This design comes from an exercise in tuning for small area, a short achievable clock period and few clock cycles per item on the open sky130 flow, not from production work.
RTL that was checked went through simulation tests only; none was proved equivalent to the original.
For runs 3 and 4, only the layout was checked, not whether the RTL still works.
No activity file was given, so power comes from the tool's default toggle rates.

--- constraint.sdc ---
create_clock -name core_clock -period 8.0 [get_ports {clk_i}]
set_input_delay 1.6000 -clock core_clock [delete_from_list [all_inputs] [get_ports {clk_i}]]
set_output_delay 1.6000 -clock core_clock [all_outputs]
set_load 0.01 [all_outputs]
--- run.sh ---
#!/bin/bash
# synth_recipe.tcl (not shown) runs the flow's synth.tcl, then flattens the netlist and writes it again
# the make line also repeats each setting of config.mk as NAME=value (left out here)
make -C /OpenROAD-flow-scripts/flow DESIGN_CONFIG=/design/flow/config.mk WORK_HOME=/design/flow/orfs CLKGATE_MAP_FILE= SYNTH_SCRIPT=/design/flow/synth_recipe.tcl finish
--- design.v ---
package pfc_pkg;
  localparam int GridSide  = 16;
  localparam int SideW     = $clog2(GridSide);
  localparam int CellCount = GridSide * GridSide;
  localparam int CellW     = $clog2(CellCount);
  localparam int SymW      = 8;
  localparam int SymCount  = 1 << SymW;
  localparam int OpW       = 2;
  localparam int CfgIdxW   = 1;
  localparam int CfgDataW  = 8;
  localparam int FillLanes = 16;    
  localparam logic [OpW-1:0] OpKey    = 2'd0;
  localparam logic [OpW-1:0] OpFinish = 2'd1;
  localparam logic [OpW-1:0] OpData   = 2'd2;
endpackage
module pfc_ram (
  input  logic         clk_i,
  input  logic         rst_ni,
  input  logic [7:0]   sel_i,        
  input  logic         key_we_i,     
  input  logic         fill_i,       
  input  logic [3:0]   blk_i,
  input  logic [7:0]   ptr_i,        
  output logic         key_new_o,    
  output logic [4:0]   fill_cnt_o,   
  output logic [7:0]   pos_o,
  input  logic [7:0]   cell_i,
  output logic [7:0]   sym_o
);
  localparam int Lanes = pfc_pkg::FillLanes;
  logic [255:0]     used_q;
  logic [255:0]     plane_q [8];      
  logic [255:0]     dec;
  logic [15:0]      blk_dec;
  logic [255:0]     blk_sel;
  logic [255:0]     we;
  logic [255:0]     match;
  logic [Lanes-1:0] blk_free;
  logic [7:0]       lane_d [Lanes];
  logic [4:0]       cnt [Lanes+1];
  assign dec     = 256'(1) << sel_i;
  assign blk_dec = 16'(1) << blk_i;
  for (genvar b = 0; b < 16; b++) begin : g_blk
    assign blk_sel[b*Lanes +: Lanes] = {Lanes{blk_dec[b]}};
  end
  assign blk_free = Lanes'((~used_q >> {blk_i, 4'd0}));
  assign cnt[0]   = '0;
  for (genvar i = 0; i < Lanes; i++) begin : g_lane
    assign cnt[i+1]  = cnt[i] + 5'(blk_free[i]);
    assign lane_d[i] = fill_i ? (ptr_i + 8'(cnt[i])) : ptr_i;
  end
  assign fill_cnt_o = cnt[Lanes];
  assign we        = ~used_q & (({256{key_we_i}} & dec) | ({256{fill_i}} & blk_sel));
  assign key_new_o = |(dec & ~used_q);
  always_ff @(posedge clk_i or negedge rst_ni) begin
    if (!rst_ni) begin
      used_q <= '0;
    end else begin
      used_q <= used_q | we;
    end
  end
  for (genvar s = 0; s < 256; s++) begin : g_ent
    logic [7:0] cell_q;
    always_ff @(posedge clk_i) begin
      if (we[s]) cell_q <= lane_d[s % Lanes];
    end
    for (genvar b = 0; b < 8; b++) begin : g_bit
      assign plane_q[b][s] = cell_q[b];
    end
    assign match[s] = (cell_q == cell_i);
  end
  for (genvar b = 0; b < 8; b++) begin : g_out
    logic [255:0] sym_bit;
    for (genvar s = 0; s < 256; s++) begin : g_s
      assign sym_bit[s] = s[b];
    end
    assign pos_o[b] = |(dec & plane_q[b]);
    assign sym_o[b] = |(match & sym_bit);
  end
endmodule
module playfair_byte_cipher_16x16 (
  input  logic                         clk_i,
  input  logic                         rst_ni,
  input  logic                         cfg_we_i,
  input  logic [pfc_pkg::CfgIdxW-1:0]  cfg_idx_i,
  input  logic [pfc_pkg::CfgDataW-1:0] cfg_data_i,
  input  logic                         s_axis_tvalid,
  output logic                         s_axis_tready,
  input  logic [7:0]                   s_axis_tdata,   
  input  logic [pfc_pkg::OpW-1:0]      s_axis_tuser,   
  input  logic                         s_axis_tlast,   
  output logic                         m_axis_tvalid,
  input  logic                         m_axis_tready,
  output logic [7:0]                   m_axis_tdata,   
  output logic                         m_axis_tuser,   
  output logic                         m_axis_tlast    
);
  logic [7:0] marker_q;
  logic       dir_q;
  always_ff @(posedge clk_i or negedge rst_ni) begin
    if (!rst_ni) begin
      marker_q <= '0;
      dir_q    <= 1'b0;
    end else if (cfg_we_i) begin
      if (cfg_idx_i == 1'b0) marker_q <= cfg_data_i;
      else                   dir_q    <= cfg_data_i[0];
    end
  end
  logic       in_v_q, sk_v_q;
  logic [1:0] in_op_q, sk_op_q;
  logic [7:0] in_b_q, sk_b_q;
  logic       in_l_q, sk_l_q;
  logic       in_take;     
  logic       acc;
  assign s_axis_tready = !sk_v_q;
  assign acc = s_axis_tvalid && !sk_v_q;
  always_ff @(posedge clk_i or negedge rst_ni) begin
    if (!rst_ni) begin
      in_v_q <= 1'b0;
      sk_v_q <= 1'b0;
    end else begin
      if (!in_v_q || in_take) begin
        in_v_q <= sk_v_q || acc;
        sk_v_q <= 1'b0;
      end else if (acc) begin
        sk_v_q <= 1'b1;
      end
    end
  end
  always_ff @(posedge clk_i) begin
    if (!in_v_q || in_take) begin
      if (sk_v_q) begin
        in_op_q <= sk_op_q;
        in_b_q  <= sk_b_q;
        in_l_q  <= sk_l_q;
      end else begin
        in_op_q <= s_axis_tuser;
        in_b_q  <= s_axis_tdata;
        in_l_q  <= s_axis_tlast;
      end
    end
    if (!sk_v_q) begin
      sk_op_q <= s_axis_tuser;
      sk_b_q  <= s_axis_tdata;
      sk_l_q  <= s_axis_tlast;
    end
  end
  logic       key_done_q, fill_q;
  logic [3:0] blk_q;
  logic [8:0] ptr_q;
  logic       key_new;
  logic [4:0] fill_cnt;
  logic [7:0] pos;
  logic [7:0] cam_sym;
  logic       pipe_en;
  logic       s_v_q, s_key_q, s_second_q, s_final_q;
  logic [7:0] s_sym_q;
  logic       p_v_q, p_second_q, p_final_q;
  logic [7:0] p_pos_q;
  logic [7:0] pa_q;
  logic       t_v_q, t_r1_q, t_final_q;
  logic [7:0] t_cell_q, t_cb_q;
  logic       q1_v_q, q1_r1_q, q1_final_q;
  logic [7:0] q1_b_q;
  logic       q2_v_q, q2_r1_q, q2_final_q, q2_keep_q;
  logic [7:0] q2_b_q;
  logic       pend_v_q;    
  logic [7:0] pend_q;
  logic       half_q;      
  logic       issue, iss_second, iss_final, iss_key;
  logic [7:0] iss_sym;
  logic       is_key, is_fin, is_data;
  assign is_key  = (in_op_q == pfc_pkg::OpKey);
  assign is_fin  = (in_op_q == pfc_pkg::OpFinish);
  assign is_data = (in_op_q == pfc_pkg::OpData);
  always_comb begin
    issue      = 1'b0;
    iss_second = 1'b0;
    iss_final  = 1'b0;
    iss_key    = 1'b0;
    iss_sym    = in_b_q;
    in_take    = 1'b0;
    if (in_v_q && pipe_en && !fill_q) begin
      if (!key_done_q) begin
        in_take = 1'b1;
        if (is_key) begin
          issue   = 1'b1;
          iss_key = 1'b1;
        end
      end else if (!is_data) begin
        in_take = 1'b1;
      end else begin
        issue = 1'b1;
        if (pend_v_q && pend_q == in_b_q) begin
          iss_sym    = marker_q;       
          iss_second = 1'b1;
        end else if (pend_v_q) begin
          iss_second = 1'b1;           
          iss_final  = in_l_q;
          in_take    = 1'b1;
        end else if (!half_q) begin
          in_take    = !in_l_q;        
        end else begin
          iss_sym    = marker_q;       
          iss_second = 1'b1;
          iss_final  = 1'b1;
          in_take    = 1'b1;
        end
      end
    end
  end
  always_ff @(posedge clk_i or negedge rst_ni) begin
    if (!rst_ni) begin
      key_done_q <= 1'b0;
      fill_q     <= 1'b0;
      blk_q      <= '0;
      ptr_q      <= '0;
      pend_v_q   <= 1'b0;
      half_q     <= 1'b0;
    end else begin
      if (s_v_q && s_key_q && key_new && !ptr_q[8]) begin
        ptr_q <= ptr_q + 9'd1;
      end
      if (in_v_q && pipe_en && !fill_q && !key_done_q && is_fin) begin
        fill_q <= 1'b1;
        blk_q  <= '0;
      end
      if (fill_q) begin
        ptr_q <= ptr_q + 9'(fill_cnt);
        blk_q <= blk_q + 4'd1;
        if (blk_q == 4'hf) begin
          fill_q     <= 1'b0;
          key_done_q <= 1'b1;
        end
      end
      if (issue && !iss_key) begin
        if (iss_second) begin
          pend_v_q <= 1'b0;
        end else if (in_l_q) begin
          half_q <= 1'b1;
        end else begin
          pend_v_q <= 1'b1;
        end
        if (iss_final) half_q <= 1'b0;
      end
    end
  end
  always_ff @(posedge clk_i) begin
    if (issue && !iss_key && !iss_second) pend_q <= in_b_q;
  end
  pfc_ram u_tab (
    .clk_i      (clk_i),
    .rst_ni     (rst_ni),
    .sel_i      (s_sym_q),
    .key_we_i   (s_v_q && s_key_q && !ptr_q[8]),
    .fill_i     (fill_q),
    .blk_i      (blk_q),
    .ptr_i      (ptr_q[7:0]),
    .key_new_o  (key_new),
    .fill_cnt_o (fill_cnt),
    .pos_o      (pos),
    .cell_i     (t_cell_q),
    .sym_o      (cam_sym)
  );
  logic [3:0] step, ra, ka, rb, kb, nra, nka, nrb, nkb;
  always_comb begin
    step = dir_q ? 4'hf : 4'h1;
    ra   = pa_q[7:4];
    ka   = pa_q[3:0];
    rb   = p_pos_q[7:4];
    kb   = p_pos_q[3:0];
    nra  = ra;
    nka  = ka;
    nrb  = rb;
    nkb  = kb;
    if (ra == rb) begin
      nka = ka + step;
      nkb = kb + step;
    end else if (ka == kb) begin
      nra = ra + step;
      nrb = rb + step;
    end else begin
      nka = kb;
      nkb = ka;
    end
  end
  logic       q1_keep;
  logic       emit;
  logic       emit_user, emit_last;
  assign q1_keep = !(dir_q && q1_b_q == marker_q);
  always_comb begin
    emit      = 1'b0;
    emit_user = 1'b1;
    emit_last = 1'b0;
    if (q2_v_q) begin
      if (q2_final_q && q2_r1_q) begin
        if (q2_keep_q) begin
          emit      = 1'b1;
          emit_last = !q1_keep;
        end else if (!q1_keep) begin
          emit      = 1'b1;
          emit_user = 1'b0;
          emit_last = 1'b1;
        end
      end else if (q2_final_q) begin
        emit      = q2_keep_q;
        emit_last = 1'b1;
      end else begin
        emit      = q2_keep_q;
      end
    end
  end
  always_ff @(posedge clk_i or negedge rst_ni) begin
    if (!rst_ni) begin
      s_v_q  <= 1'b0;
      p_v_q  <= 1'b0;
      t_v_q  <= 1'b0;
      q1_v_q <= 1'b0;
      q2_v_q <= 1'b0;
    end else if (pipe_en) begin
      s_v_q  <= issue;
      p_v_q  <= s_v_q && !s_key_q;
      t_v_q  <= (p_v_q && p_second_q) || (t_v_q && t_r1_q);
      q1_v_q <= t_v_q;
      q2_v_q <= q1_v_q;
    end
  end
  always_ff @(posedge clk_i) begin
    if (pipe_en) begin
      s_sym_q    <= iss_sym;
      s_key_q    <= iss_key;
      s_second_q <= iss_second;
      s_final_q  <= iss_final;
      p_pos_q    <= pos;
      p_second_q <= s_second_q;
      p_final_q  <= s_final_q;
      if (p_v_q && !p_second_q) pa_q <= p_pos_q;
      if (p_v_q && p_second_q) begin
        t_cell_q  <= {nra, nka};
        t_cb_q    <= {nrb, nkb};
        t_r1_q    <= 1'b1;
        t_final_q <= p_final_q;
      end else begin
        t_cell_q  <= t_cb_q;
        t_r1_q    <= 1'b0;
      end
      q1_b_q     <= cam_sym;
      q1_r1_q    <= t_r1_q;
      q1_final_q <= t_final_q;
      q2_b_q     <= q1_b_q;
      q2_r1_q    <= q1_r1_q;
      q2_final_q <= q1_final_q;
      q2_keep_q  <= q1_keep;
    end
  end
  logic       o_v_q, o_u_q, o_l_q, k_v_q, k_u_q, k_l_q;
  logic [7:0] o_b_q, k_b_q;
  assign pipe_en = !k_v_q;
  always_ff @(posedge clk_i or negedge rst_ni) begin
    if (!rst_ni) begin
      o_v_q <= 1'b0;
      k_v_q <= 1'b0;
    end else begin
      if (k_v_q) begin
        if (m_axis_tready) k_v_q <= 1'b0;
      end else if (emit) begin
        if (o_v_q && !m_axis_tready) k_v_q <= 1'b1;
        else                         o_v_q <= 1'b1;
      end else if (m_axis_tready) begin
        o_v_q <= 1'b0;
      end
    end
  end
  always_ff @(posedge clk_i) begin
    if (k_v_q) begin
      if (m_axis_tready) begin
        o_b_q <= k_b_q;
        o_u_q <= k_u_q;
        o_l_q <= k_l_q;
      end
    end else if (emit) begin
      if (o_v_q && !m_axis_tready) begin
        k_b_q <= q2_b_q;
        k_u_q <= emit_user;
        k_l_q <= emit_last;
      end else begin
        o_b_q <= q2_b_q;
        o_u_q <= emit_user;
        o_l_q <= emit_last;
      end
    end
  end
  assign m_axis_tvalid = o_v_q;
  assign m_axis_tdata  = o_b_q;
  assign m_axis_tuser  = o_u_q;
  assign m_axis_tlast  = o_l_q;
endmodule
--- config.mk ---
export PLATFORM = sky130hd
export DESIGN_NAME = playfair_byte_cipher_16x16
export DESIGN_NICKNAME = playfair_byte_cipher_16x16
export VERILOG_FILES = /design/flow/design.v
export SDC_FILE = /design/flow/constraint.sdc
export NUM_CORES = 4
export LEC_CHECK = 0
export CAP_MARGIN = 20
export CORE_MARGIN = 2
export CORE_UTILIZATION = 45
export PLACE_DENSITY = 0.6
export SLEW_MARGIN = 20
==> results of run 1 <==
## power groups by stage
stage	Combinational [uW]	Clock, uW	Sequential (uW)
floorplan	21300	0	29200
global placement	72400	0	31000
detailed placement	72600	0	31100
CTS	74400	13200	30800
## logic make-up after synthesis
logic type,synth area share (%)
multiplexers,2.023
flip-flops,58.42
XOR/XNOR,15.88
AND/OR/NAND/NOR,10.15
AO/OA/AOI/OAI,10.21
adder cells (fa/ha/maj),1.484
buffers and inverters,1.828
## metal layers
layer,GRT overflow,global-route usage (%)
met1,289,86.66
met2,494,92.36
met3,369,78.57
met4,393,76.21
met5,39,66.86
## worst max-delay path by stage
stage / from / to / slack, ps / cells after the start
after floorplan: blk_q[0] / ptr_q[8] / 3 / 31
after global placement: blk_q[0] / u_tab.g_ent[223].cell_q[7] / -1120 / 30
after detailed placement: blk_q[0] / u_tab.g_ent[223].cell_q[7] / -790 / 30
after CTS: blk_q[0] / ptr_q[8] / -150 / 34
## metrics by stage
| stage | total power [uW] | util (%) | cell area, um2 |
|---|---|---|---|
| 2_1_floorplan | 50480 | - | 123800 |
| 3_3_place_gp | 103300 | 50.03 | 136800 |
| 3_5_place_dp | 103600 | 50.14 | 137100 |
| 4_1_cts | 118300 | 53.58 | 146500 |
## what timing repair did
action | CTS
pin swaps | 12
gates cloned | 1
endpoints found under the setup margin | 250
buffers inserted | 13
gates resized for setup | 34
==> flow_summary_export.csv, run 1 <==
group,metric,value,unit
outcome,status,"stopped before the end",
global_routing,grt_pass1_wl,1562000,um
cts,root_buffer,"clkbuf_16",
synth,synth_nets,9788,
synth,synth.most_common_cell,"edfxtp_1",
outcome,first-error,"[ERROR GRT-0116] Global routing finished with congestion. Check the congestion regions in the DRC Viewer.",
placement,place_hpwl,823800,um
synth,synth_edf_count,2155,
synth,synth_commonest_cells,"edfxtp_1 (2155), xor2_1 (1168), xnor2_1 (1031)",
outcome,lastStage,"global routing",
placement,portBuffers,36,
global_routing,grt_max_degree,123,
die,pin_count,37,
synth,async_flop_share,11.84,%
synth,yosys-top-cells-area,"edfxtp_1 (52%), xor2_1 (8.3%), xnor2_1 (7.3%)",
die,die_x,528.1,um
cts,hold_buffers,0,
cts,htree_num_levels,5,
synth,yosysTopAreaCell,"edfxtp_1",
die,rows,192,
synth,ys_types,82,
synth,netlist_instances,9629,
synth,ys_seq_area_share,58.42,%
synth,synthFlopType,"edfxtp_1",
synth,yosysTopAreaCellShare,52.35,%
die,die_y,528.1,um
global_routing,grt_overflow,1584,
synth,avgSynthCellArea,12.84,um2
cts,cts_buffers,285,
global_routing,grt_usage,84.58,%
synth,syn_area,0.1236,mm2
die,start_util,45.21,%
synth,ys.warnings.count,5,
placement,pre_cts_ws,-792.5,ps
global_routing,grt_pass1_vias,133571,
cts,ctsLongestPathBuffers,4,
cts,clkSinkCount,2457,
synth,yosys_register_bits,2457,
placement,placedCellCount,13861,
placement,routabilityCongestion,1.600,
Testbench counts, summed over its fixed seeds: cycles 5,597, items 4,096.
==> inputs of run 2 (changes only) <==
--- a/design.v
+++ b/design.v
@@ -20,7 +20,8 @@
   input  logic         key_we_i,     
+  input  logic         key_new_i,    
+  input  logic [7:0]   look_i,       
+  output logic         look_used_o,
   input  logic         fill_i,       
-  input  logic [3:0]   blk_i,
-  input  logic [7:0]   ptr_i,        
-  output logic         key_new_o,    
-  output logic [4:0]   fill_cnt_o,   
+  output logic         busy_o,       
+  output logic         done_o,       
   output logic [7:0]   pos_o,
@@ -32,24 +33,75 @@
   logic [255:0]     plane_q [8];      
+  logic [8:0]       ptr_q;            
   logic [255:0]     dec;
-  logic [15:0]      blk_dec;
-  logic [255:0]     blk_sel;
   logic [255:0]     we;
   logic [255:0]     match;
-  logic [Lanes-1:0] blk_free;
+  logic             rv_q, cv_q, wv_q, done_q;
+  logic [3:0]       rblk_q, cblk_q, wblk_q;
+  logic [Lanes-1:0] cfree_q;
+  logic [3:0]       cnt_q [Lanes];    
+  logic [4:0]       tot_q;
+  logic [Lanes-1:0] rfree;
+  logic [4:0]       pre [5][Lanes];   
+  logic [15:0]      wblk_dec;
+  logic [255:0]     wblk_sel;
   logic [7:0]       lane_d [Lanes];
-  logic [4:0]       cnt [Lanes+1];
-  assign dec     = 256'(1) << sel_i;
-  assign blk_dec = 16'(1) << blk_i;
+  assign dec      = 256'(1) << sel_i;
+  assign wblk_dec = 16'(1) << wblk_q;
   for (genvar b = 0; b < 16; b++) begin : g_blk
-    assign blk_sel[b*Lanes +: Lanes] = {Lanes{blk_dec[b]}};
+    assign wblk_sel[b*Lanes +: Lanes] = {Lanes{wblk_dec[b] & wv_q}};
   end
-  assign blk_free = Lanes'((~used_q >> {blk_i, 4'd0}));
-  assign cnt[0]   = '0;
+  assign rfree = Lanes'((~used_q >> {rblk_q, 4'd0}));
+  for (genvar i = 0; i < Lanes; i++) begin : g_pre0
+    assign pre[0][i] = 5'(cfree_q[i]);
+  end
+  for (genvar l = 0; l < 4; l++) begin : g_lvl
+    for (genvar i = 0; i < Lanes; i++) begin : g_i
+      if (i & (1 << l)) begin : g_add
+        assign pre[l+1][i] = pre[l][i] + pre[l][((i >> l) << l) - 1];
+      end else begin : g_pass
+        assign pre[l+1][i] = pre[l][i];
+      end
+    end
+  end
+  always_ff @(posedge clk_i or negedge rst_ni) begin
+    if (!rst_ni) begin
+      rv_q   <= 1'b0;
+      rblk_q <= '0;
+      cv_q   <= 1'b0;
+      wv_q   <= 1'b0;
+      done_q <= 1'b0;
+      ptr_q  <= '0;
+    end else begin
+      if (fill_i) begin
+        rv_q   <= 1'b1;
+        rblk_q <= '0;
+      end else if (rv_q) begin
+        rblk_q <= rblk_q + 4'd1;
+        if (rblk_q == 4'hf) rv_q <= 1'b0;
+      end
+      cv_q <= rv_q;
+      wv_q <= cv_q;
+      if (wv_q) begin
+        ptr_q <= ptr_q + 9'(tot_q);
+        if (wblk_q == 4'hf) done_q <= 1'b1;
+      end else if (key_we_i && key_new_i && !ptr_q[8]) begin
+        ptr_q <= ptr_q + 9'd1;
+      end
+    end
+  end
+  always_ff @(posedge clk_i) begin
+    cfree_q <= rfree;
+    cblk_q <= rblk_q;
+    wblk_q <= cblk_q;
+    tot_q  <= pre[4][Lanes-1];
+    cnt_q[0] <= '0;
+    for (int i = 1; i < Lanes; i++) cnt_q[i] <= 4'(pre[4][i-1]);
+  end
+  assign busy_o = rv_q || cv_q || wv_q;
+  assign done_o = done_q;
   for (genvar i = 0; i < Lanes; i++) begin : g_lane
-    assign cnt[i+1]  = cnt[i] + 5'(blk_free[i]);
-    assign lane_d[i] = fill_i ? (ptr_i + 8'(cnt[i])) : ptr_i;
+    assign lane_d[i] = ptr_q[7:0] + 8'(cnt_q[i] & {4{wv_q}});
   end
-  assign fill_cnt_o = cnt[Lanes];
-  assign we        = ~used_q & (({256{key_we_i}} & dec) | ({256{fill_i}} & blk_sel));
-  assign key_new_o = |(dec & ~used_q);
+  assign we          = ~used_q & (({256{key_we_i && !ptr_q[8]}} & dec) | wblk_sel);
+  assign look_used_o = used_q[look_i];
   always_ff @(posedge clk_i or negedge rst_ni) begin
@@ -147,7 +199,3 @@
   end
-  logic       key_done_q, fill_q;
-  logic [3:0] blk_q;
-  logic [8:0] ptr_q;
-  logic       key_new;
-  logic [4:0] fill_cnt;
+  logic       key_done, fill_busy, fill_start;
   logic [7:0] pos;
@@ -155,3 +203,4 @@
   logic       pipe_en;
-  logic       s_v_q, s_key_q, s_second_q, s_final_q;
+  logic       s_v_q, s_key_q, s_new_q, s_second_q, s_final_q;
+  logic       look_used;
   logic [7:0] s_sym_q;
@@ -182,4 +231,4 @@
     in_take    = 1'b0;
-    if (in_v_q && pipe_en && !fill_q) begin
-      if (!key_done_q) begin
+    if (in_v_q && pipe_en && !fill_busy) begin
+      if (!key_done) begin
         in_take = 1'b1;
@@ -213,6 +262,2 @@
     if (!rst_ni) begin
-      key_done_q <= 1'b0;
-      fill_q     <= 1'b0;
-      blk_q      <= '0;
-      ptr_q      <= '0;
       pend_v_q   <= 1'b0;
@@ -220,17 +265,2 @@
     end else begin
-      if (s_v_q && s_key_q && key_new && !ptr_q[8]) begin
-        ptr_q <= ptr_q + 9'd1;
-      end
-      if (in_v_q && pipe_en && !fill_q && !key_done_q && is_fin) begin
-        fill_q <= 1'b1;
-        blk_q  <= '0;
-      end
-      if (fill_q) begin
-        ptr_q <= ptr_q + 9'(fill_cnt);
-        blk_q <= blk_q + 4'd1;
-        if (blk_q == 4'hf) begin
-          fill_q     <= 1'b0;
-          key_done_q <= 1'b1;
-        end
-      end
       if (issue && !iss_key) begin
@@ -247,2 +277,3 @@
   end
+  assign fill_start = in_v_q && pipe_en && !fill_busy && !key_done && is_fin;
   always_ff @(posedge clk_i) begin
@@ -254,8 +285,9 @@
     .sel_i      (s_sym_q),
-    .key_we_i   (s_v_q && s_key_q && !ptr_q[8]),
-    .fill_i     (fill_q),
-    .blk_i      (blk_q),
-    .ptr_i      (ptr_q[7:0]),
-    .key_new_o  (key_new),
-    .fill_cnt_o (fill_cnt),
+    .key_we_i   (s_v_q && s_key_q),
+    .key_new_i  (s_new_q),
+    .look_i     (in_b_q),
+    .look_used_o(look_used),
+    .fill_i     (fill_start),
+    .busy_o     (fill_busy),
+    .done_o     (key_done),
     .pos_o      (pos),
@@ -331,2 +363,3 @@
       s_key_q    <= iss_key;
+      s_new_q    <= !look_used && !(s_v_q && s_key_q && s_sym_q == in_b_q);
       s_second_q <= iss_second;
--- a/config.mk
+++ b/config.mk
@@ -9,4 +9,5 @@
 export CORE_MARGIN = 2
-export CORE_UTILIZATION = 45
-export PLACE_DENSITY = 0.6
+export CORE_UTILIZATION = 30
+export PLACE_DENSITY = 0.4
+export SETUP_SLACK_MARGIN = 4.5
 export SLEW_MARGIN = 20
==> flow_summary_export.csv, run 2 <==
group,metric,value,unit
synth,synth_edf_count,2156,
placement,place_hpwl,1096000,um
cts,hold_buffers,0,
outcome,first-error,"[ERROR GRT-0116] Global routing finished with congestion. Check the congestion regions in the DRC Viewer.",
synth,ys_seq_area_share,57.47,%
outcome,lastStage,"global routing",
cts,root_buffer,"clkbuf_16",
die,pin_count,37,
synth,avgSynthCellArea,12.83,um2
synth,yosys_register_bits,2542,
die,die_y,658.9,um
synth,async_flop_share,11.53,%
synth,ys_types,85,
outcome,status,"stopped before the end",
global_routing,grt_overflow,214,
placement,dpl-instance-area,0.1443,mm2
synth,yosysTopAreaCell,"edfxtp_1",
placement,routabilityCongestion,1.427,
synth,yosysTopAreaCellShare,50.32,%
die,die_x,658.9,um
synth,synth.most_common_cell,"edfxtp_1",
synth,netlist_instances,10024,
cts,cts_buffers,307,
placement,portBuffers,36,
global_routing,grt_pass1_vias,139831,
cts,ctsLongestPathBuffers,4,
synth,synth_commonest_cells,"edfxtp_1 (2156), xnor2_1 (1435), xor2_1 (769)",
synth,synthFlopType,"edfxtp_1",
global_routing,grt_usage,72.49,%
global_routing,grt_max_degree,113,
die,rows,240,
global_routing,grt_pass1_wl,1989000,um
cts,clkSinkCount,2542,
cts,htree_num_levels,5,
synth,syn_area,0.1287,mm2
synth,yosys-top-cells-area,"edfxtp_1 (50%), xnor2_1 (9.8%), dfrtp_1 (5.7%)",
die,start_util,30.13,%
synth,ys.warnings.count,6,
synth,synth_nets,10192,
run 2: cell types whose count changed after synthesis, moves of 93 or more:
cell	previous run	this run
a22o_1	284	58
a221oi_1	303	32
xnor2_1	1031	1435
and3_1	13	106
nor2_1	692	593
a32oi_1	4	192
nand2_1	332	224
a22oi_1	353	492
clkbuf_1	149	249
xor2_1	1168	769
run 2: stage by stage:
step,std cells,worst slack (ps)
floorplan,10024,4002
global placement,16033,165.1
detailed placement,16092,1953
CTS,16987,3252
run 2: worst max-delay path by stage:
stage / endpoint / slack (ps) / depth (start not counted) / startpoint
detailed placement: p_pos_q[0] / 1950 / 12 / s_sym_q[6]
global placement: p_pos_q[0] / 170 / 11 / s_sym_q[6]
floorplan: u_tab.tot_q[2] / 4000 / 15 / u_tab.cfree_q[1]
CTS: p_pos_q[0] / 3250 / 12 / s_sym_q[2]
run 2: logic make-up after synthesis:
kind of cell             Yosys count  share of synthesized area [%]
AND/OR/NAND/NOR                 2614                          11.37
XOR/XNOR                        2204                          15.00
multiplexers                     240                          3.262
buffers and inverters            769                          2.707
AO/OA/AOI/OAI                   1512                          8.534
adder cells (fa/ha/maj)          143                          1.653
flip-flops                      2542                          57.47
run 2: per-layer routing:
layer | overflow | global-route usage [%]
met1 | 2 | 72.93
met2 | 125 | 80.79
met3 | 1 | 67.52
met4 | 86 | 66.18
met5 | 0 | 51.58
run 2: timing repair:
item,in CTS
endpoints found under the setup margin,2659
gates resized for setup,1016
cloned,50
pin swaps,219
buffers inserted,282
hold endpoints to repair,0
run 2: power groups by stage:
stage	combinational, uW	sequential, uW	clock (uW)
3_3_place_gp	24700	21900	0
3_5_place_dp	24700	21900	0
4_1_cts	26800	21700	14700
2_1_floorplan	8220	19800	0
Testbench counts of run 2, summed over its fixed seeds: cycles 5,613, items 4,096.
==> inputs of run 3 (changes only) <==
--- a/design.v
+++ b/design.v
@@ -18,3 +18,4 @@
   input  logic         rst_ni,
-  input  logic [7:0]   sel_i,        
+  input  logic [15:0]  sel_hi_i,     
+  input  logic [15:0]  sel_lo_i,     
   input  logic         key_we_i,     
@@ -39,11 +40,16 @@
   logic [3:0]       rblk_q, cblk_q, wblk_q;
-  logic [Lanes-1:0] cfree_q;
+  logic [Lanes-1:0] rfree, cfree_q;
+  logic [2:0]       rqt [4];          
+  logic [2:0]       cqt_q [4];
+  logic [3:0]       qpre [4];         
+  logic [3:0]       cnt [Lanes];      
   logic [3:0]       cnt_q [Lanes];    
-  logic [4:0]       tot_q;
-  logic [Lanes-1:0] rfree;
-  logic [4:0]       pre [5][Lanes];   
+  logic [4:0]       tot, tot_q;
   logic [15:0]      wblk_dec;
   logic [255:0]     wblk_sel;
+  logic [3:0]       ptr_hi1;
   logic [7:0]       lane_d [Lanes];
-  assign dec      = 256'(1) << sel_i;
+  for (genvar s = 0; s < 256; s++) begin : g_dec
+    assign dec[s] = sel_hi_i[s / 16] & sel_lo_i[s % 16];
+  end
   assign wblk_dec = 16'(1) << wblk_q;
@@ -53,12 +59,19 @@
   assign rfree = Lanes'((~used_q >> {rblk_q, 4'd0}));
-  for (genvar i = 0; i < Lanes; i++) begin : g_pre0
-    assign pre[0][i] = 5'(cfree_q[i]);
+  for (genvar j = 0; j < 4; j++) begin : g_rq
+    assign rqt[j] = 3'(rfree[4*j]) + 3'(rfree[4*j+1]) + 3'(rfree[4*j+2]) + 3'(rfree[4*j+3]);
   end
-  for (genvar l = 0; l < 4; l++) begin : g_lvl
-    for (genvar i = 0; i < Lanes; i++) begin : g_i
-      if (i & (1 << l)) begin : g_add
-        assign pre[l+1][i] = pre[l][i] + pre[l][((i >> l) << l) - 1];
-      end else begin : g_pass
-        assign pre[l+1][i] = pre[l][i];
-      end
+  assign qpre[0] = '0;
+  assign qpre[1] = 4'(cqt_q[0]);
+  assign qpre[2] = 4'(cqt_q[0]) + 4'(cqt_q[1]);
+  assign qpre[3] = qpre[2] + 4'(cqt_q[2]);
+  assign tot     = 5'(qpre[3]) + 5'(cqt_q[3]);
+  for (genvar k = 0; k < Lanes; k++) begin : g_cnt
+    if (k % 4 == 0) begin : g_q0
+      assign cnt[k] = qpre[k/4];
+    end else if (k % 4 == 1) begin : g_q1
+      assign cnt[k] = qpre[k/4] + 4'(cfree_q[k-1]);
+    end else if (k % 4 == 2) begin : g_q2
+      assign cnt[k] = qpre[k/4] + 4'(cfree_q[k-1]) + 4'(cfree_q[k-2]);
+    end else begin : g_q3
+      assign cnt[k] = qpre[k/4] + 4'(cfree_q[k-1]) + 4'(cfree_q[k-2]) + 4'(cfree_q[k-3]);
     end
@@ -93,7 +106,7 @@
     cfree_q <= rfree;
-    cblk_q <= rblk_q;
-    wblk_q <= cblk_q;
-    tot_q  <= pre[4][Lanes-1];
-    cnt_q[0] <= '0;
-    for (int i = 1; i < Lanes; i++) cnt_q[i] <= 4'(pre[4][i-1]);
+    for (int j = 0; j < 4; j++) cqt_q[j] <= rqt[j];
+    cblk_q  <= rblk_q;
+    wblk_q  <= cblk_q;
+    tot_q   <= tot;
+    for (int k = 0; k < Lanes; k++) cnt_q[k] <= cv_q ? cnt[k] : 4'd0;
   end
@@ -101,4 +114,7 @@
   assign done_o = done_q;
+  assign ptr_hi1 = ptr_q[7:4] + 4'd1;
   for (genvar i = 0; i < Lanes; i++) begin : g_lane
-    assign lane_d[i] = ptr_q[7:0] + 8'(cnt_q[i] & {4{wv_q}});
+    logic [4:0] lo;
+    assign lo        = {1'b0, ptr_q[3:0]} + {1'b0, cnt_q[i]};
+    assign lane_d[i] = {lo[4] ? ptr_hi1 : ptr_q[7:4], lo[3:0]};
   end
@@ -123,9 +139,25 @@
   end
-  for (genvar b = 0; b < 8; b++) begin : g_out
-    logic [255:0] sym_bit;
-    for (genvar s = 0; s < 256; s++) begin : g_s
-      assign sym_bit[s] = s[b];
+  logic [7:0] bank_pos [16];
+  logic [3:0] bank_lo  [16];
+  logic [15:0] bank_hit;
+  for (genvar h = 0; h < 16; h++) begin : g_bank
+    always_comb begin
+      bank_pos[h] = '0;
+      bank_lo[h]  = '0;
+      for (int k = 0; k < 16; k++) begin
+        bank_pos[h] = bank_pos[h] | ({plane_q[7][16*h+k], plane_q[6][16*h+k], plane_q[5][16*h+k],
+                                      plane_q[4][16*h+k], plane_q[3][16*h+k], plane_q[2][16*h+k],
+                                      plane_q[1][16*h+k], plane_q[0][16*h+k]} & {8{sel_lo_i[k]}});
+        bank_lo[h]  = bank_lo[h] | (4'(k) & {4{match[16*h+k]}});
+      end
+    end
+    assign bank_hit[h] = |match[16*h +: 16];
+  end
+  always_comb begin
+    pos_o = '0;
+    sym_o = '0;
+    for (int h = 0; h < 16; h++) begin
+      pos_o = pos_o | (bank_pos[h] & {8{sel_hi_i[h]}});
+      sym_o = sym_o | {4'(h) & {4{bank_hit[h]}}, bank_lo[h]};
     end
-    assign pos_o[b] = |(dec & plane_q[b]);
-    assign sym_o[b] = |(match & sym_bit);
   end
@@ -205,3 +237,3 @@
   logic       look_used;
-  logic [7:0] s_sym_q;
+  logic [15:0] s_hi_q, s_lo_q;    
   logic       p_v_q, p_second_q, p_final_q;
@@ -284,3 +316,4 @@
     .rst_ni     (rst_ni),
-    .sel_i      (s_sym_q),
+    .sel_hi_i   (s_hi_q),
+    .sel_lo_i   (s_lo_q),
     .key_we_i   (s_v_q && s_key_q),
@@ -361,5 +394,6 @@
     if (pipe_en) begin
-      s_sym_q    <= iss_sym;
+      s_hi_q     <= 16'(1) << iss_sym[7:4];
+      s_lo_q     <= 16'(1) << iss_sym[3:0];
       s_key_q    <= iss_key;
-      s_new_q    <= !look_used && !(s_v_q && s_key_q && s_sym_q == in_b_q);
+      s_new_q    <= !look_used && !(s_v_q && s_key_q && s_hi_q[in_b_q[7:4]] && s_lo_q[in_b_q[3:0]]);
       s_second_q <= iss_second;
--- a/config.mk
+++ b/config.mk
@@ -10,4 +10,4 @@
 export CORE_UTILIZATION = 30
+export MIN_ROUTING_LAYER = met2
 export PLACE_DENSITY = 0.4
-export SETUP_SLACK_MARGIN = 4.5
 export SLEW_MARGIN = 20
==> flow_summary_export.csv, run 3 <==
group,metric,value,unit
cts,clkSinkCount,2573,
synth,yosysTopAreaCellShare,51.67,%
cts,postCtsSetupBuffers,0,
placement,place_hpwl,702700,um
synth,synth_nets,9533,
die,rows,238,
cts,ctsLongestPathBuffers,4,
die,pin_count,37,
cts,cts_buffers,323,
synth,yosys_register_bits,2573,
synth,yosysTopAreaCell,"edfxtp_1",
die,start_util,30.13,%
cts,hold_buffers,0,
cts,ctsResizeCount,0,
synth,netlist_instances,9371,
synth,synth.most_common_cell,"edfxtp_1",
synth,ys_seq_area_share,59.04,%
placement,portBuffers,36,
outcome,first-error,"[ERROR GRT-0116] Global routing finished with congestion. Check the congestion regions in the DRC Viewer.",
die,die_x,653.9,um
synth,ys.warnings.count,11,
outcome,status,"stopped before the end",
synth,synthFlopType,"edfxtp_1",
synth,ys_types,68,
placement,dpl-instance-area,0.1378,mm2
cts,root_buffer,"clkbuf_16",
die,die_y,653.9,um
cts,htree_num_levels,5,
synth,syn_area,0.1267,mm2
global_routing,grt_pass1_wl,1405000,um
global_routing,grt_max_degree,124,
synth,async_flop_share,11.39,%
synth,synth_edf_count,2180,
synth,yosys-top-cells-area,"edfxtp_1 (52%), xor2_1 (8.0%), xnor2_1 (7.1%)",
outcome,lastStage,"global routing",
synth,synth_commonest_cells,"edfxtp_1 (2180), xor2_1 (1157), xnor2_1 (1026)",
placement,routabilityCongestion,1.229,
global_routing,grt_pass1_vias,154511,
synth,avgSynthCellArea,13.52,um2
global_routing,grt_usage,76.21,%
global_routing,grt_overflow,98,
## run 3: cell families after synthesis
kind of cell / Yosys count / synth area share [%]
compound gates: 1643 / 9.755
xor+xnor: 2183 / 15.09
fa+ha+maj: 137 / 1.566
buf+inv: 742 / 3.399
flops: 2573 / 59.04
mux: 226 / 3.238
simple gates: 1867 / 7.915
## run 3: stage by stage
step                      instances  total power [uW]  util [%]  setup slack, ps  hold slack, ps
after global placement        14987             51270     32.58            385.7           311.7
after floorplan                9371             27240         -             4209           309.6
after detailed placement      15020             51320     32.77             1993           317.5
after CTS                     15595             66130     35.20             1970           333.3
## run 3: worst min-delay path by stage
stage                     from              end  slack, ps  cells after the start
3_3_place_gp   u_tab.cblk_q[0]  u_tab.wblk_q[0]        310                      0
4_1_cts        u_tab.cblk_q[0]  u_tab.wblk_q[0]        330                      0
2_1_floorplan  u_tab.cblk_q[0]  u_tab.wblk_q[0]        310                      0
3_5_place_dp   u_tab.cblk_q[0]  u_tab.wblk_q[0]        320                      0
## run 3: routing by layer
metal / track usage, % / GRT overflow
met3: 84.28 / 78
met4: 58.94 / 2
met1: - / -
met2: 78.92 / 3
met5: 67.02 / 15
## run 3: power groups by stage
| stage | clock, uW | combinational, uW | sequential, uW |
|---|---|---|---|
| 2_1_floorplan | 0 | 7460 | 19800 |
| 3_5_place_dp | 0 | 29900 | 21400 |
| 3_3_place_gp | 0 | 29800 | 21400 |
| 4_1_cts | 15000 | 30000 | 21100 |
==> inputs of run 4 (changes only) <==
--- a/config.mk
+++ b/config.mk
@@ -10,4 +10,6 @@
 export CORE_UTILIZATION = 30
+export CTS_CLUSTER_SIZE = 24
 export MIN_ROUTING_LAYER = met2
 export PLACE_DENSITY = 0.4
+export SETUP_SLACK_MARGIN = 3.5
 export SLEW_MARGIN = 20
==> flow_summary_export.csv, run 4 <==
group,metric,value,unit
synth,synth-compound-area-share,9.755,%
cts,clkSinkCount,2573,
outcome,lastStage,"global routing",
synth,yosysTopAreaCell,"edfxtp_1",
synth,synth_commonest_cells,"edfxtp_1 (2180), xor2_1 (1157), xnor2_1 (1026)",
die,rows,238,
cts,cts_buffers,323,
global_routing,grt_max_degree,124,
synth,synth-simple-area-share,7.915,%
synth,synth_nets,9533,
synth,async_flop_share,11.39,%
cts,ctsLongestPathBuffers,4,
placement,place_hpwl,702700,um
synth,yosysTopAreaCellShare,51.67,%
synth,yosys-top-cells-area,"edfxtp_1 (52%), xor2_1 (8.0%), xnor2_1 (7.1%)",
synth,synth_top_family_by_area,"XOR/XNOR gates",
synth,synth.area.mux_share,3.238,%
global_routing,grt_pass1_vias,160921,
die,pin_count,37,
synth,ys_types,68,
synth,synth_edf_count,2180,
synth,synth-xor-area-share,15.09,%
synth,ys_seq_area_share,59.04,%
synth,synth.most_common_cell,"edfxtp_1",
synth,yosys_register_bits,2573,
synth,synth_adder_area_share,1.566,%
synth,ys.warnings.count,11,
outcome,status,"stopped before the end",
placement,portBuffers,36,
die,die_x,653.9,um
global_routing,grt_overflow,285,
synth,netlist_instances,9371,
outcome,first-error,"[ERROR GRT-0116] Global routing finished with congestion. Check the congestion regions in the DRC Viewer.",
synth,syn_area,0.1267,mm2
global_routing,grt_pass1_wl,1487000,um
synth,avgSynthCellArea,13.52,um2
die,start_util,30.13,%
cts,hold_buffers,0,
synth,synthFlopType,"edfxtp_1",
cts,htree_num_levels,5,
placement,routabilityCongestion,1.229,
cts,root_buffer,"clkbuf_16",
global_routing,grt_usage,79.18,%
die,die_y,653.9,um
run 4: cell counts after synthesis:
No cell type changed its count.
run 4: per-stage QoR:
step / area (um2) / cells / total power [uW] / util (%) / setup WS [ps]
4_1_cts: 148900 / 15621 / 66170 / 35.41 / 3388
3_5_place_dp: 137800 / 15020 / 51320 / 32.77 / 1993
2_1_floorplan: 126700 / 9371 / 27240 / - / 4209
3_3_place_gp: 137000 / 14987 / 51270 / 32.58 / 385.7
run 4: worst max path at each step:
stage	from	end	slack [ps]	depth (start not counted)
detailed placement	t_cell_q[1]	q1_b_q[6]	1990	12
CTS	t_cell_q[7]	q1_b_q[0]	3390	11
floorplan	k_v_q	pend_q[0]	4210	4
global placement	t_cell_q[1]	q1_b_q[3]	390	12
run 4: repair_timing:
| item | 4_1_cts |
|---|---|
| endpoints found under the hold margin | 0 |
| pin swaps | 11 |
| setup buffers | 16 |
| cloned | 10 |
| endpoints found under the setup margin | 30 |
| gates resized for setup | 81 |
run 4: cells by family after synthesis:
kind of cell             Yosys count
XOR/XNOR                        2183
buffers and inverters            742
multiplexers                     226
AND/OR/NAND/NOR                 1867
AO/OA/AOI/OAI                   1643
adder cells (fa/ha/maj)          137
flip-flops                      2573
run 4: power groups by stage:
stage | sequential (uW) | combinational [uW] | clock, uW
4_1_cts | 21100 | 30100 | 14900
2_1_floorplan | 19800 | 7460 | 0
3_3_place_gp | 21400 | 29800 | 0
3_5_place_dp | 21400 | 29900 | 0
run 4: per-layer routing:
metal  GRT overflow  global-route usage, %
met5             30                  67.37
met3            234                  86.73
met2             12                  82.14
met4              9                  62.79
met1              -                      -
==> inputs of run 5 (changes only) <==
--- a/design.v
+++ b/design.v
@@ -29,3 +29,4 @@
   input  logic [7:0]   cell_i,
-  output logic [7:0]   sym_o
+  output logic [15:0]  hit_o,
+  output logic [63:0]  hi_o
 );
@@ -139,17 +140,22 @@
   end
-  logic [7:0] bank_pos [16];
-  logic [3:0] bank_lo  [16];
+  logic [7:0]  bank_pos [16];
+  logic [3:0]  bank_hi  [16];
   logic [15:0] bank_hit;
-  for (genvar h = 0; h < 16; h++) begin : g_bank
+  for (genvar k = 0; k < 16; k++) begin : g_bank
     always_comb begin
-      bank_pos[h] = '0;
-      bank_lo[h]  = '0;
-      for (int k = 0; k < 16; k++) begin
-        bank_pos[h] = bank_pos[h] | ({plane_q[7][16*h+k], plane_q[6][16*h+k], plane_q[5][16*h+k],
+      bank_pos[k] = '0;
+      bank_hi[k]  = '0;
+      for (int h = 0; h < 16; h++) begin
+        bank_pos[k] = bank_pos[k] | ({plane_q[7][16*h+k], plane_q[6][16*h+k], plane_q[5][16*h+k],
                                       plane_q[4][16*h+k], plane_q[3][16*h+k], plane_q[2][16*h+k],
-                                      plane_q[1][16*h+k], plane_q[0][16*h+k]} & {8{sel_lo_i[k]}});
-        bank_lo[h]  = bank_lo[h] | (4'(k) & {4{match[16*h+k]}});
+                                      plane_q[1][16*h+k], plane_q[0][16*h+k]} & {8{sel_hi_i[h]}});
+        bank_hi[k]  = bank_hi[k] | (4'(h) & {4{match[16*h+k]}});
       end
     end
-    assign bank_hit[h] = |match[16*h +: 16];
+    always_comb begin
+      bank_hit[k] = 1'b0;
+      for (int h = 0; h < 16; h++) bank_hit[k] = bank_hit[k] | match[16*h+k];
+    end
+    assign hit_o[k]       = bank_hit[k];
+    assign hi_o[4*k +: 4] = bank_hi[k];
   end
@@ -157,6 +163,4 @@
     pos_o = '0;
-    sym_o = '0;
-    for (int h = 0; h < 16; h++) begin
-      pos_o = pos_o | (bank_pos[h] & {8{sel_hi_i[h]}});
-      sym_o = sym_o | {4'(h) & {4{bank_hit[h]}}, bank_lo[h]};
+    for (int k = 0; k < 16; k++) begin
+      pos_o = pos_o | (bank_pos[k] & {8{sel_lo_i[k]}});
     end
@@ -233,3 +237,6 @@
   logic [7:0] pos;
-  logic [7:0] cam_sym;
+  logic [7:0]  cam_sym;
+  logic [15:0] hit, m_hit_q;
+  logic [63:0] hi, m_hi_q;
+  logic        m_v_q, m_r1_q, m_final_q;
   logic       pipe_en;
@@ -327,3 +334,4 @@
     .cell_i     (t_cell_q),
-    .sym_o      (cam_sym)
+    .hit_o      (hit),
+    .hi_o       (hi)
   );
@@ -351,2 +359,8 @@
   end
+  always_comb begin
+    cam_sym = '0;
+    for (int h = 0; h < 16; h++) begin
+      cam_sym = cam_sym | ({m_hi_q[4*h +: 4], 4'(h)} & {8{m_hit_q[h]}});
+    end
+  end
   logic       q1_keep;
@@ -382,2 +396,3 @@
       t_v_q  <= 1'b0;
+      m_v_q  <= 1'b0;
       q1_v_q <= 1'b0;
@@ -388,3 +403,4 @@
       t_v_q  <= (p_v_q && p_second_q) || (t_v_q && t_r1_q);
-      q1_v_q <= t_v_q;
+      m_v_q  <= t_v_q;
+      q1_v_q <= m_v_q;
       q2_v_q <= q1_v_q;
@@ -413,5 +429,9 @@
       end
+      m_hit_q    <= hit;
+      m_hi_q     <= hi;
+      m_r1_q     <= t_r1_q;
+      m_final_q  <= t_final_q;
       q1_b_q     <= cam_sym;
-      q1_r1_q    <= t_r1_q;
-      q1_final_q <= t_final_q;
+      q1_r1_q    <= m_r1_q;
+      q1_final_q <= m_final_q;
       q2_b_q     <= q1_b_q;
--- a/config.mk
+++ b/config.mk
@@ -8,8 +8,8 @@
 export CAP_MARGIN = 20
+export CELL_PAD_IN_SITES_DETAIL_PLACEMENT = 1
+export CELL_PAD_IN_SITES_GLOBAL_PLACEMENT = 2
 export CORE_MARGIN = 2
 export CORE_UTILIZATION = 30
-export CTS_CLUSTER_SIZE = 24
-export MIN_ROUTING_LAYER = met2
 export PLACE_DENSITY = 0.4
-export SETUP_SLACK_MARGIN = 3.5
+export SETUP_SLACK_MARGIN = 5
 export SLEW_MARGIN = 20
==> flow_summary_export.csv, run 5 <==
group,metric,value,unit
layout,nNetsFinal,10258,
worst_setup_path,worstSetupPathType,"reg -> reg",
die,rows,240,
timing,tightest_slew,1220,ps
synth,ys_seq_area_share,60.20,%
timing,post-route-period-util,44.03,%
global_routing,grt_max_degree,126,
route,dr_total_vias,94220,
timing,finalSetupViolCount,0,
pwr,p_seq_share,38.8,%
cts,clkSinkCount,2656,
pwr,switching_share,39.66,%
worst_setup_path,rr_startpoint,"s_hi_q[15]",
cts,htree_num_levels,5,
cts,ctsLongestPathBuffers,4,
cts,clk_pin_slew_worst_paths,60,ps
global_routing,grt_overflow,0,
synth,synthFlopType,"edfxtp_1",
layout,largest_reg_flops,2048,
worst_setup_path,cpPeakStageDelay,710,ps
die,die_y,658.2,um
synth,yosysTopAreaCellShare,52.91,%
worst_setup_path,reg2reg_depth,7,
worst_setup_path,worstPathArrival,4190,ps
route,wl_per_cell,47.45,um
worst_setup_path,cp-start-kind,"flop",
route,vias_per_cell,5.859,
synth,netlist_instances,9538,
worst_setup_path,worstReg2RegEnd,"p_pos_q[0]",
timing,holdWs,325.4,ps
pwr,power_density,358.1,mW/mm2
die,pin_count,37,
route,drc,0,
timing,max_freq,0.2839,GHz
global_routing,grt_usage,33.59,%
synth,yosys-top-cells-area,"edfxtp_1 (53%), xor2_1 (7.5%), xnor2_1 (7.4%)",
pwr,intPower,33930,uW
timing,finalSetupTns,0,ps
worst_setup_path,path_buf_inv,2,
route,drtPass1Iterations,6,
worst_setup_path,cp_max_fo,45,
synth,avgSynthCellArea,13.46,um2
timing,clock_skew,46.14,ps
worst_setup_path,required,8670,ps
global_routing,grt_pass1_wl,968600,um
layout,syn2layout_area_growth,22.31,%
synth,yosys_register_bits,2656,
die,die_x,658.2,um
worst_setup_path,r2r_slack,4480,ps
synth,ys.warnings.count,11,
hold_path,min_path_type,"reg -> reg",
layout,regMostFlops,"u_tab.g_ent.cell_q",
worst_setup_path,cp_top_family,"compound AO/OA/AOI/OAI gates",
die,start_util,30.09,%
synth,synth_commonest_cells,"edfxtp_1 (2262), xor2_1 (1100), xnor2_1 (1091)",
route,ant_nets,0,
worst_setup_path,crit_chain,"buf_12 -> buf_12 -> a221oi_1 -> nand4_1 -> a22oi_1 -> and4_1 -> nand4_1",
layout,top_regs,"u_tab.g_ent.cell_q (2048), u_tab.used_q (256), m_hi_q (64)",
run,maxCapViolCount,0,
timing,hold_violations,0,
placement,place_hpwl,512400,um
synth,async_flop_share,11.07,%
placement,placedCellCount,15129,
die,core_area,0.4267,mm2
layout,final_common_cell,"edfxtp_1",
synth,yosysTopAreaCell,"edfxtp_1",
timing,maxSlewViolCount,0,
layout,finalNonFillerCells,16080,
cts,clk_latency,1000,ps
outcome,status,"timing/DRC/antenna clean",
synth,syn_area,0.1284,mm2
global_routing,grt_pass1_vias,94284,
placement,routabilityCongestion,0.9339,
placement,pre_cts_ws,3278,ps
worst_setup_path,worst_setup_path_end_kind,"flop",
timing,fin_ws,4478,ps
route,totalWireLength,763100,um
hold_path,hold_depth,0,
pwr,max-vdd-ir-drop,240.4,uV
placement,portBuffers,36,
hold_path,min_from,"u_tab.cblk_q[0]",
cts,root_buffer,"clkbuf_16",
timing,rsz0062_at_grt,"yes",
global_routing,antenna_found_initial,70,
cts,cts_buffers,337,
layout,layout_common_cells,"edfxtp_1 (2262), xor2_1 (1095), xnor2_1 (1051)",
route,drt_iter0_markers,12223,
synth,ys_types,61,
timing,relSlewSlack,18.64,%
pwr,clkPwrFrac,27.6,%
pwr,combinationalPowerShare,33.6,%
synth,synth_edf_count,2262,
pwr,p_sw,22300,uW
pwr,p_leak,0.05313,uW
hold_path,hold_end,"u_tab.wblk_q[0]",
timing,period_needed,3522,ps
die,die_area,0.4332,mm2
cts,hold_buffers,0,
synth,synth.most_common_cell,"edfxtp_1",
synth,synth_nets,9700,
cts,cts_tree,"done",
layout,drive_above_1_share,19.11,%
worst_setup_path,cp_slowest_cell,"a221oi_1",
layout,fin_util,36.80,%
==> run 5: logic make-up (layout without fill, tap and decap cells) <==
| kind of cell | after synthesis | count (layout) | synth area share [%] |
|---|---|---|---|
| XOR/XNOR | 2191 | 2191 | 14.95 |
| multiplexers | 222 | 222 | 3.235 |
| AO/OA/AOI/OAI | 1725 | 1725 | 9.872 |
| adder cells (fa/ha/maj) | 137 | 137 | 1.546 |
| flip-flops | 2656 | 2656 | 60.20 |
| other | 0 | 21 | 0 |
| buffers and inverters | 734 | 1568 | 2.427 |
| AND/OR/NAND/NOR | 1873 | 1873 | 7.771 |
==> run 5: cell type report <==
class	instances	area, um2
antenna	21	52.55
tap	5687	7116
fill	43674	269700
clock buffer	444	9259
timing repair buffer	843	10320
clock inverter	171	1599
multi-input combinational	6148	50910
sequential	2656	77330
inverter	110	435.4
==> run 5: worst max path at each step <==
stage / start / endpoint / cells after the start
floorplan: k_v_q / s_hi_q[12] / 8
global placement: s_hi_q[0] / p_pos_q[5] / 10
detailed placement: s_hi_q[0] / p_pos_q[4] / 8
CTS: s_hi_q[2] / p_pos_q[0] / 9
global route: s_hi_q[8] / p_pos_q[0] / 8
finish: s_hi_q[15] / p_pos_q[0] / 7
==> run 5: power groups by stage <==
stage	Combinational [uW]	Sequential (uW)	Clock, uW
after floorplan	7410	20200	0
after global placement	16300	21900	0
after detailed placement	16400	22000	0
after CTS	18000	21700	15800
after global routing	19400	21800	16200
final	18900	21800	15500
==> run 5: metrics by stage <==
| step | instance area (um2) | power, uW |
|---|---|---|
| final | 157000 | 56230 |
| after global routing | 157000 | 57380 |
| after CTS | 154800 | 55460 |
| after detailed placement | 138400 | 38350 |
| after global placement | 138000 | 38220 |
| after floorplan | 128600 | 27640 |
==> run 5: layer usage <==
layer / up-vias / track usage [%] / share of wire [%] / routed length [um]
met5: - / 0 / 0.031 / 233
met4: 30 / 14.14 / 5.2 / 39560
met3: 1088 / 5.123 / 6.4 / 48470
met2: 4147 / 54.11 / 46 / 350300
met1: 51543 / 45.01 / 43 / 324500
li1: 37412 / - / - / -
==> run 5: repair_timing <==
action                                  CTS  global route
setup endpoints to repair              2825           434
resized for setup                       598           183
endpoints found under the hold margin     0             0
pin swaps                                97            65
buffers inserted                        169            81
gates cloned                             38            26
Testbench counts of run 5, summed over its fixed seeds: cycles 5,621, items 4,096.
==> inputs of run 6 (changes only) <==
--- a/config.mk
+++ b/config.mk
@@ -11,4 +11,4 @@
 export CORE_MARGIN = 2
-export CORE_UTILIZATION = 30
-export PLACE_DENSITY = 0.4
+export CORE_UTILIZATION = 35
+export PLACE_DENSITY = 0.45
 export SETUP_SLACK_MARGIN = 5
==> flow_summary_export.csv, run 6 <==
group,metric,value,unit
outcome,status,"timing/DRC/antenna clean",
route,met3_length,65380,um
cts,cts_buffers,323,
cts,htree_num_levels,5,
worst_setup_path,worst_setup_path_end_kind,"flop",
route,drc,0,
cts,root_buffer,"clkbuf_16",
pwr,power_density,357.6,mW/mm2
timing,maxSlewViolCount,0,
timing,tightest_slew,1210,ps
layout,final_common_cell,"edfxtp_1",
pwr,intPower,33480,uW
global_routing,grt_usage,38.35,%
route,drt_iter0_markers,13518,
synth,ys_types,61,
timing,period_needed,3609,ps
layout,regMostFlops,"u_tab.g_ent.cell_q",
route,drtPass1Iterations,6,
hold_path,min_path_type,"reg -> reg",
cts,cts_tree,"done",
synth,ys.warnings.count,11,
timing,holdWs,326.5,ps
route,ant_nets,0,
synth,synthFlopType,"edfxtp_1",
layout,seqCellArea,0.07733,mm2
worst_setup_path,worstSetupPathType,"reg -> reg",
global_routing,grt_max_degree,123,
die,rows,222,
worst_setup_path,cp_slowest_cell,"a22oi_2",
route,dr_total_vias,96327,
synth,yosys_register_bits,2656,
worst_setup_path,cp_top_family,"compound AO/OA/AOI/OAI gates",
worst_setup_path,worstPathArrival,4300,ps
synth,synth_edf_count,2262,
pwr,p_leak,0.05279,uW
timing,rsz0062_at_grt,"yes",
layout,nFillCells,36418,
worst_setup_path,cp_max_fo,25,
cts,clk_pin_slew_worst_paths,60,ps
synth,yosysTopAreaCell,"edfxtp_1",
placement,portBuffers,36,
synth,async_flop_share,11.07,%
pwr,p_sw,22120,uW
global_routing,grt_overflow,0,
layout,multi_input_area,0.05093,mm2
synth,netlist_instances,9538,
route,met2_length,326000,um
pwr,max-vdd-ir-drop,193.8,uV
cts,clkSinkCount,2656,
layout,largest_reg_flops,2048,
pwr,p_seq_share,39.3,%
global_routing,grt_pass1_vias,94572,
worst_setup_path,crit_chain,"buf_12 -> buf_12 -> a221oi_4 -> nand4_1 -> a22oi_2 -> and4_1 -> nand4_1",
layout,nNetsFinal,10201,
synth,yosys-top-cells-area,"edfxtp_1 (53%), xor2_1 (7.5%), xnor2_1 (7.4%)",
global_routing,antenna_found_initial,72,
synth,syn_area,0.1284,mm2
die,die_y,609.6,um
worst_setup_path,path_buf_inv,2,
synth,avgSynthCellArea,13.46,um2
synth,yosysTopAreaCellShare,52.91,%
synth,synth_commonest_cells,"edfxtp_1 (2262), xor2_1 (1100), xnor2_1 (1091)",
timing,post-route-period-util,45.11,%
layout,layout_common_cells,"edfxtp_1 (2262), xor2_1 (1095), xnor2_1 (1070)",
placement,routabilityCongestion,0.9531,
run,maxCapViolCount,0,
route,wl_met1,304900,um
die,start_util,35.15,%
timing,finalSetupTns,0,ps
worst_setup_path,required,8690,ps
route,vias_per_cell,6.362,
worst_setup_path,cpPeakStageDelay,820,ps
layout,top_regs,"u_tab.g_ent.cell_q (2048), u_tab.used_q (256), m_hi_q (64)",
worst_setup_path,cp-start-kind,"flop",
timing,clock_skew,51.10,ps
die,pin_count,37,
timing,relSlewSlack,18.92,%
die,die_x,609.6,um
route,totalWireLength,741000,um
synth,synth.most_common_cell,"edfxtp_1",
cts,ctsLongestPathBuffers,4,
synth,synth_nets,9700,
timing,hold_violations,0,
synth,ys_seq_area_share,60.20,%
layout,syn2layout_area_growth,21.10,%
placement,place_hpwl,484300,um
layout,drive_above_1_share,18.77,%
pwr,clkPwrFrac,27.0,%
pwr,switching_share,39.78,%
global_routing,grt_pass1_wl,948300,um
route,top_layer_used,"met5",
timing,finalSetupViolCount,0,
route,wl_per_cell,48.94,um
timing,max_freq,0.2771,GHz
pwr,combinationalPowerShare,33.8,%
die,die_area,0.3716,mm2
cts,clk_latency,970,ps
die,core_area,0.3653,mm2
-- run 6: cell counts after synthesis --
No cell type changed its count.
-- run 6: power by group through the flow --
stage	sequential [uW]	clock [uW]	combinational [uW]
floorplan	20200	0	7410
global placement	22000	0	15800
detailed placement	22000	0	16000
CTS	21700	15200	17700
global route	21800	15600	19100
finish	21800	15000	18800
-- run 6: area by class of cell --
type / instances / area share [%]
flip-flops and latches: 2656 / 49.74
multi-input cells: 6148 / 32.76
repair buffers: 800 / 6.604
clock buffers: 429 / 5.784
well taps: 4816 / 3.876
clock inverters: 160 / 0.9167
inverters: 110 / 0.2833
diodes: 21 / 0.03380
-- run 6: stage by stage --
step                      power [uW]  setup WS, ps  util [%]  std cells  cell area, um2
after floorplan                27640          3833         -       9538          128600
after global placement         37740          2616     37.33      14201          136400
after detailed placement       37980          3455     37.46      14221          136800
after CTS                      54460          4558     41.89      15017          153000
after global routing           56510          4560     42.55      15126          155400
final                          55590          4391     42.56      15140          155500
-- run 6: worst register-to-register path: cells and delay by family (launching register included) --
family          cells  cell delay (ps)
compound gates      2             1280
buf+inv             2              450
flops               1              480
simple gates        3             1120
-- run 6: path summary, 6_finish.rpt --
kind                            cells after the start              end       startpoint  slack [ps]
worst max-delay path                                7       p_pos_q[2]        s_hi_q[6]        4390
worst min-delay path                                0  u_tab.wblk_q[2]  u_tab.cblk_q[2]         330
worst max register to register                      7       p_pos_q[2]        s_hi_q[6]        4390
worst min register to register                      0  u_tab.wblk_q[2]  u_tab.cblk_q[2]         330
max in group asynchronous                           2       u_tab.wv_q           rst_ni        5530
min in group asynchronous                           1      marker_q[0]           rst_ni         650
-- run 6: logic make-up (layout without fill, tap and decap cells) --
logic type / after synthesis / after routing / synth area share (%)
other: 0 / 21 / 0
adders and majority gates: 137 / 137 / 1.546
DFF: 2656 / 2656 / 60.20
and+or+nand+nor: 1873 / 1873 / 7.771
xor gates and xnor gates: 2191 / 2191 / 14.95
buffers and inverters: 734 / 1499 / 2.427
AOI/OAI and AO/OA: 1725 / 1725 / 9.872
muxes: 222 / 222 / 3.235
-- run 6: repair_timing --
item	CTS	global route
resized for setup	587	243
endpoints found under the setup margin	2247	431
hold buffers	0	0
gates cloned	60	18
pin swaps	83	79
buffers inserted	147	83
-- run 6: routing by layer --
metal / up-vias / GRT usage [%]
met5: - / 0
met4: 26 / 18.49
met3: 1301 / 7.720
met2: 5558 / 58.59
met1: 52157 / 52.04
li1: 37285 / -
==> inputs of run 7 (changes only) <==
--- a/design.v
+++ b/design.v
@@ -27,3 +27,3 @@
   output logic         done_o,       
-  output logic [7:0]   pos_o,
+  output logic [31:0]  grp_o,
   input  logic [7:0]   cell_i,
@@ -161,6 +161,8 @@
   end
-  always_comb begin
-    pos_o = '0;
-    for (int k = 0; k < 16; k++) begin
-      pos_o = pos_o | (bank_pos[k] & {8{sel_lo_i[k]}});
+  for (genvar g = 0; g < 4; g++) begin : g_grp
+    always_comb begin
+      grp_o[8*g +: 8] = '0;
+      for (int k = 4*g; k < 4*g+4; k++) begin
+        grp_o[8*g +: 8] = grp_o[8*g +: 8] | (bank_pos[k] & {8{sel_lo_i[k]}});
+      end
     end
@@ -236,3 +238,4 @@
   logic       key_done, fill_busy, fill_start;
-  logic [7:0] pos;
+  logic [31:0] grp, p1_grp_q;
+  logic        p1_v_q, p1_second_q, p1_final_q;
   logic [7:0]  cam_sym;
@@ -332,3 +335,3 @@
     .done_o     (key_done),
-    .pos_o      (pos),
+    .grp_o      (grp),
     .cell_i     (t_cell_q),
@@ -394,2 +397,3 @@
       s_v_q  <= 1'b0;
+      p1_v_q <= 1'b0;
       p_v_q  <= 1'b0;
@@ -401,3 +405,4 @@
       s_v_q  <= issue;
-      p_v_q  <= s_v_q && !s_key_q;
+      p1_v_q <= s_v_q && !s_key_q;
+      p_v_q  <= p1_v_q;
       t_v_q  <= (p_v_q && p_second_q) || (t_v_q && t_r1_q);
@@ -416,5 +421,8 @@
       s_final_q  <= iss_final;
-      p_pos_q    <= pos;
-      p_second_q <= s_second_q;
-      p_final_q  <= s_final_q;
+      p1_grp_q    <= grp;
+      p1_second_q <= s_second_q;
+      p1_final_q  <= s_final_q;
+      p_pos_q    <= p1_grp_q[7:0] | p1_grp_q[15:8] | p1_grp_q[23:16] | p1_grp_q[31:24];
+      p_second_q <= p1_second_q;
+      p_final_q  <= p1_final_q;
       if (p_v_q && !p_second_q) pa_q <= p_pos_q;
--- a/config.mk
+++ b/config.mk
@@ -11,4 +11,4 @@
 export CORE_MARGIN = 2
-export CORE_UTILIZATION = 35
-export PLACE_DENSITY = 0.45
+export CORE_UTILIZATION = 30
+export PLACE_DENSITY = 0.4
 export SETUP_SLACK_MARGIN = 5
==> flow_summary_export.csv, run 7 <==
group,metric,value,unit
outcome,status,"timing/DRC/antenna clean",
route,dr_total_vias,92816,
synth,async_flop_share,10.96,%
layout,syn2layout_area_growth,19.13,%
pwr,combinationalPowerShare,29.9,%
pwr,power_density,345.3,mW/mm2
layout,layout_common_cells,"edfxtp_1 (2296), xnor2_1 (1069), xor2_1 (1058)",
timing,max_freq,0.3177,GHz
route,drc,0,
cts,clkSinkCount,2691,
worst_setup_path,required,6400,ps
pwr,p_seq_share,41.5,%
worst_setup_path,r2r_slack,4880,ps
synth,synth_nets,9859,
worst_setup_path,cp_slowest_cell,"edfxtp_1",
timing,clock_skew,38.47,ps
layout,finalNonFillerCells,16065,
pwr,intPower,33180,uW
global_routing,grt_max_degree,90,
worst_setup_path,reg2reg_depth,7,
worst_setup_path,cp_top_family,"flip-flops",
synth,yosysTopAreaCellShare,53.01,%
worst_setup_path,path_buf_inv,1,
cts,root_buffer,"clkbuf_16",
timing,rsz0062_at_grt,"yes",
cts,ctsLongestPathBuffers,4,
die,rows,241,
timing,finalSetupTns,0,ps
timing,post-route-period-util,39.34,%
worst_setup_path,worst_setup_path_end_kind,"output port",
placement,routabilityCongestion,0.8785,
layout,regMostFlops,"u_tab.g_ent.cell_q",
die,pin_count,37,
global_routing,grt_pass1_vias,93571,
placement,place_hpwl,479700,um
worst_setup_path,cp-start-kind,"flop",
synth,ys_seq_area_share,60.22,%
synth,ys_types,71,
hold_path,min_path_type,"reg -> reg",
synth,yosysTopAreaCell,"edfxtp_1",
global_routing,antenna_found_initial,63,
synth,ys.warnings.count,11,
pwr,clkPwrFrac,28.6,%
synth,syn_area,0.1301,mm2
synth,netlist_instances,9697,
worst_setup_path,worstPathArrival,1550,ps
timing,relSlewSlack,19.52,%
worst_setup_path,cpPeakStageDelay,420,ps
synth,synth_edf_count,2296,
-- run 7: changes by cell type after synthesis, moves of 47 or more --
| cell | change |
|---|---|
| a22oi_1 | +255 |
| a221oi_1 | -140 |
| a22o_1 | -129 |
| nand3_1 | +105 |
| buf_4 | +48 |
| o21ai_0 | +47 |
-- run 7: area by class of cell --
class | count | area, um2 | share of cell area (%)
tap | 5710 | 7144 | 4.611
timing repair buffer | 595 | 7074 | 4.566
antenna | 78 | 195.2 | 0.1260
inverter | 110 | 424.2 | 0.2737
multi-input combinational | 6272 | 51110 | 32.99
clock buffer | 444 | 9299 | 6.001
clock inverter | 165 | 1320 | 0.8519
sequential | 2691 | 78380 | 50.58
-- run 7: how the worst min path moves through the flow --
stage	start	slack, ps	cells past startpoint	end
global placement	u_tab.cblk_q[2]	310	0	u_tab.wblk_q[2]
finish	u_tab.cblk_q[3]	310	0	u_tab.wblk_q[3]
CTS	u_tab.cblk_q[3]	320	0	u_tab.wblk_q[3]
detailed placement	u_tab.cblk_q[2]	310	0	u_tab.wblk_q[2]
global route	u_tab.cblk_q[3]	320	0	u_tab.wblk_q[3]
floorplan	u_tab.cblk_q[0]	310	0	u_tab.wblk_q[0]
-- run 7: repair_timing --
action                     4_1_cts  5_1_grt
pin swaps                       40       27
gates resized for setup        526      148
gates cloned                    13       25
hold endpoints to repair         0        0
buffers inserted                81       52
setup endpoints to repair     3232      610
hold buffers                     0        0
-- run 7: cell families (layout without fill, tap and decap cells) --
logic type	Yosys count	count (layout)	synth area share [%]
buffers and inverters	735	1314	2.530
multiplexers	236	236	3.373
adder cells (fa/ha/maj)	137	137	1.526
AND/OR/NAND/NOR	1972	1972	8.038
flip-flops	2691	2691	60.22
AO/OA/AOI/OAI	1736	1737	9.561
XOR/XNOR	2190	2190	14.75
other	0	78	0
-- run 7: power groups by stage --
stage / registers, uW / clock network, uW / logic (uW)
floorplan: 20600 / 0 / 6900
global placement: 22400 / 0 / 14500
detailed placement: 22400 / 0 / 14600
CTS: 22100 / 15600 / 15500
global route: 22200 / 16100 / 16700
finish: 22200 / 15300 / 16000
-- run 7: through the flow --
stage / instance area (um2) / power, uW
global placement: 139000 / 36900
finish: 154900 / 53500
floorplan: 130200 / 27500
detailed placement: 139200 / 36990
global route: 154800 / 54940
CTS: 153000 / 53200
-- run 7: routing by layer --
metal	vias up	GRT usage, %	part of all wire [%]	routed length, um
met1	50963	44.28	46	325200
met3	764	3.700	5.5	38920
met5	-	0	0.0066	47
met2	3695	49.20	46	327100
met4	10	8.305	2.9	20930
li1	37384	-	-	-
Testbench counts of run 7, summed over its fixed seeds: cycles 5,629, items 4,096.

Setup slack of run 7, layout unchanged: 4.852 ns with ideal ports, 4.742 ns with driving cells assumed (clock clkbuf_16, inputs buf_2), 4.572 ns with port delays also shifted by the 1.080 ns mid clock arrival.
